This is an optimization exercise on Yosys and OpenROAD, whose aim is small area, a short achievable clock period and few clock cycles per item, not a production implementation.
At most, simulation tests tie the RTL to the original design; equivalence was not proved.
Power figures rest on the tool's default switching activity, not on a simulated workload.

Setup of run 1:
// tlb_lru_random_replace_top
module tlb_lru_random_replace_top(
	input  logic                 clk,
	input  logic                 arst_n,
	input  logic                 cfg_we,
	input  logic                 cfg_data,
	input  logic                 in_valid,
	output logic                 in_stall,
	input  tlbrr_pkg::in_item_t  in_data,
	output logic                 out_valid,
	input  logic                 out_stall,
	output tlbrr_pkg::out_item_t out_data
);
	logic                 acc;
	logic                 r_v;
	tlbrr_pkg::out_item_t r_data;
	tlbrr_ctrl u_ctrl (
		.clk       (clk),
		.arst_n    (arst_n),
		.in_valid  (in_valid),
		.in_stall  (in_stall),
		.acc       (acc),
		.r_v       (r_v),
		.r_data    (r_data),
		.out_valid (out_valid),
		.out_stall (out_stall),
		.out_data  (out_data)
	);
	tlbrr_datapath u_dp (
		.clk      (clk),
		.arst_n   (arst_n),
		.cfg_we   (cfg_we),
		.cfg_data (cfg_data),
		.acc      (acc),
		.in_data  (in_data),
		.r_v      (r_v),
		.r_data   (r_data)
	);
endmodule
Size: about 3100 cells after synthesis, about 48 I/O pins.
==> flow/config.mk <==
export PLATFORM = sky130hd
export DESIGN_NAME = tlb_lru_random_replace_top
export DESIGN_NICKNAME = tlb_lru_random_replace_top
export VERILOG_FILES = /design/flow/design.v
export SDC_FILE = /design/flow/constraint.sdc
export NUM_CORES = 4
export LEC_CHECK = 0
export CAP_MARGIN = 20
export CORE_MARGIN = 2
export CORE_UTILIZATION = 40
export CTS_BUF_LIST = sky130_fd_sc_hd__clkbuf_8
export CTS_CLUSTER_SIZE = 20
export SETUP_SLACK_MARGIN = 4.5
export SLEW_MARGIN = 20
==> flow/constraint.sdc <==
create_clock -name core_clock -period 7.5 [get_ports {clk}]
set_input_delay 1.5000 -clock core_clock [delete_from_list [all_inputs] [get_ports {clk}]]
set_output_delay 1.5000 -clock core_clock [all_outputs]
set_load 0.01 [all_outputs]
run.sh (not shown) runs the stock make flow with config.mk's settings and CLKGATE_MAP_FILE= SYNTH_SCRIPT=/design/flow/synth_recipe.tcl, a recipe that flattens the netlist after the stock synthesis.
Setup changes, run 1 to run 2
# run 1
export LEC_CHECK = 0
export CAP_MARGIN = 20
export CORE_MARGIN = 2
export CORE_UTILIZATION = 40
export CTS_BUF_LIST = sky130_fd_sc_hd__clkbuf_8
export CTS_CLUSTER_SIZE = 20
export SETUP_SLACK_MARGIN = 4.5
export SLEW_MARGIN = 20
create_clock -name core_clock -period 7.5 [get_ports {clk}]
# run 2
export LEC_CHECK = 0
export CAP_MARGIN = 20
export CORE_MARGIN = 2
export CORE_UTILIZATION = 40
export CTS_CLUSTER_DIAMETER = 100
export CTS_CLUSTER_SIZE = 24
export SETUP_SLACK_MARGIN = 4.7
export SLEW_MARGIN = 60
create_clock -name core_clock -period 7.5 [get_ports {clk}]
Findings:
- Delta(clock distribution power, run 2 - run 1) < 0
- Diff run 1 -> run 2 | wire length | increase of about 6.4%
- Run 1 has higher total power after layout than run 2.
- Run comparison: run 1 cell with the biggest individual delay on the critical path dfstp_2; run 2 cell with the biggest individual delay on the critical path nor2_2
[inputs] run 3 vs run 2
# run 2
export LEC_CHECK = 0
export CAP_MARGIN = 20
export CORE_MARGIN = 2
export CORE_UTILIZATION = 40
export CTS_CLUSTER_DIAMETER = 100
export CTS_CLUSTER_SIZE = 24
export SETUP_SLACK_MARGIN = 4.7
export SLEW_MARGIN = 60
create_clock -name core_clock -period 7.5 [get_ports {clk}]
# run 3
export LEC_CHECK = 0
export CAP_MARGIN = 20
export CORE_MARGIN = 2
export CORE_UTILIZATION = 40
export SETUP_SLACK_MARGIN = 4.5
export SLEW_MARGIN = 20
create_clock -name core_clock -period 7.5 [get_ports {clk}]
==> results.txt <==
Run 3 closes out successfully: all stages finished, all timing, DRC and antenna checks passed. Status: number of global-route vias before repair parity (run 2, run 3). Across both runs, final critical-path share of the clock period was lower for run 3 than for run 2. From run 2 to run 3 the numbers moved as follows: internal power component increased by 22% relative to the old numbers; total power draw +21%; time the worst path needs with I/O delays and setup went down by 68 ps; area taken by multi-input logic gates fell 4.6%; share of the final layout cell area in sequential cells now larger.
Function was not checked in any run of this note: the RTL went through the layout flow alone.


Another version of the RTL of tlb_lru_random_replace_top (not shown whole).
Size: about 3,200 cells after synthesis, ~1,100 flip-flops, about 48 I/O pins, about 45,000 um^2 of cells after synthesis.
Settings: LEC_CHECK=0, CAP_MARGIN=20, CORE_MARGIN=2, CORE_UTILIZATION=40, SETUP_SLACK_MARGIN=5.0, SLEW_MARGIN=20; clock period 7.5 ns.
Testbench counts at the start, summed over its fixed seeds: cycles 20,848, items 20,800.
Then changed:
SETUP_SLACK_MARGIN = 4.5   (was 5.0)
After rerunning:
- die area stays the same
- setup slack is better by 170 ps
- worst hold slack stays flat
- register-to-register slack improved by 170 ps
- cell count drops by 4.5%
- via count decreases by 7.9%
- synthesized area stays the same
- cell area shrinks by 7.7%
- non-clock buffer count decreases by 197
- count of clock-buffer cells in the layout came out lower by 27
- routed wire length went down by 10%


tlb_lru_random_replace_top, a different RTL version from the one above (not shown whole).
For scale: about 1100 flip-flops, about 48 I/O pins.
==> flow/config.mk <==
export PLATFORM = sky130hd
export DESIGN_NAME = tlb_lru_random_replace_top
export DESIGN_NICKNAME = tlb_lru_random_replace_top
export VERILOG_FILES = /design/flow/design.v
export SDC_FILE = /design/flow/constraint.sdc
export NUM_CORES = 4
export LEC_CHECK = 0
export CAP_MARGIN = 20
export CORE_MARGIN = 2
export CORE_UTILIZATION = 60
export SETUP_SLACK_MARGIN = 4.5
export SLEW_MARGIN = 20
==> flow/constraint.sdc <==
create_clock -name core_clock -period 7.5 [get_ports {clk}]
set_input_delay 1.5000 -clock core_clock [delete_from_list [all_inputs] [get_ports {clk}]]
set_output_delay 1.5000 -clock core_clock [all_outputs]
set_load 0.01 [all_outputs]
The baseline finished clean.
Edit:
--- a/flow/config.mk
+++ b/flow/config.mk
@@ -9,3 +9,3 @@
 export CORE_MARGIN = 2
-export CORE_UTILIZATION = 60
+export CORE_UTILIZATION = 40
 export SETUP_SLACK_MARGIN = 4.5
The new run completed with no timing, DRC or antenna violations.
Via count decreases by 4.2%.
Sequential cell count stays the same.
Power is higher by 1.8%.
Design area is higher by 0.30%.
Combinational power drops by about 3%.
Count of clock-buffer cells in the layout climbs by 16.
Worst setup slack loses 9.9 ps.
Routed wire length falls by 4.5%.
Global-route usage drops by 13 points.
Worst hold slack got worse by 10 ps.
No run of this note included a check of the RTL's function; only the layout flow was run.

## separate check: timing with driven ports
The flow's constraints put no driver on any port. The routed layouts listed below were extracted and timed again, unchanged, in two steps. Step 1 sets driving cells, clkbuf_16 on the clock port and buf_2 on the other inputs (assumed; they add their load-dependent delay and slew). Step 2, shift: input delay + t, output delay - t, t = (earliest + latest rising clock arrival at the registers) / 2. This alone moves slack from input paths to output paths. Three values: ideal, step 1, step 2; two values: the first two.
| run | t, ns | slack for setup (ns) | latest minus earliest clock arrival (ns) | slew at the worst register clock pin (ns) | worst data-port slew with drivers (ns) |
|---|---|---|---|---|---|
| run 1 | 0.919 | 4.351 / 4.351 / 3.665 | 0.085 / 0.085 | 0.07 / 0.07 | 0.06 |
| run 2 | 0.742 | 4.338 / 4.338 / 3.937 | 0.060 / 0.059 | 0.11 / 0.11 | 0.05 |
| run 3 | 0.774 | 4.406 / 4.406 / 3.763 | 0.069 / 0.069 | 0.06 / 0.06 | 0.06 |
| the first run of note 2 | 0.766 | 4.324 / 4.324 / 4.324 | 0.049 / 0.050 | 0.07 / 0.07 | 0.06 |
| the second run of note 2 | 0.772 | 4.490 / 4.473 / 4.095 | 0.067 / 0.067 | 0.07 / 0.07 | 0.05 |
| the first run of note 3 | 0.744 | 4.370 / 4.370 / 3.839 | 0.025 / 0.024 | 0.07 / 0.07 | 0.05 |
| the second run of note 3 | 0.769 | 4.360 / 4.360 / 3.825 | 0.094 / 0.094 | 0.07 / 0.07 | 0.07 |
After both steps setup and hold are still met in every run listed. The setup slack of run 1, which loses most, moves by 0.000 ns with the drivers and by -0.686 ns with both steps.
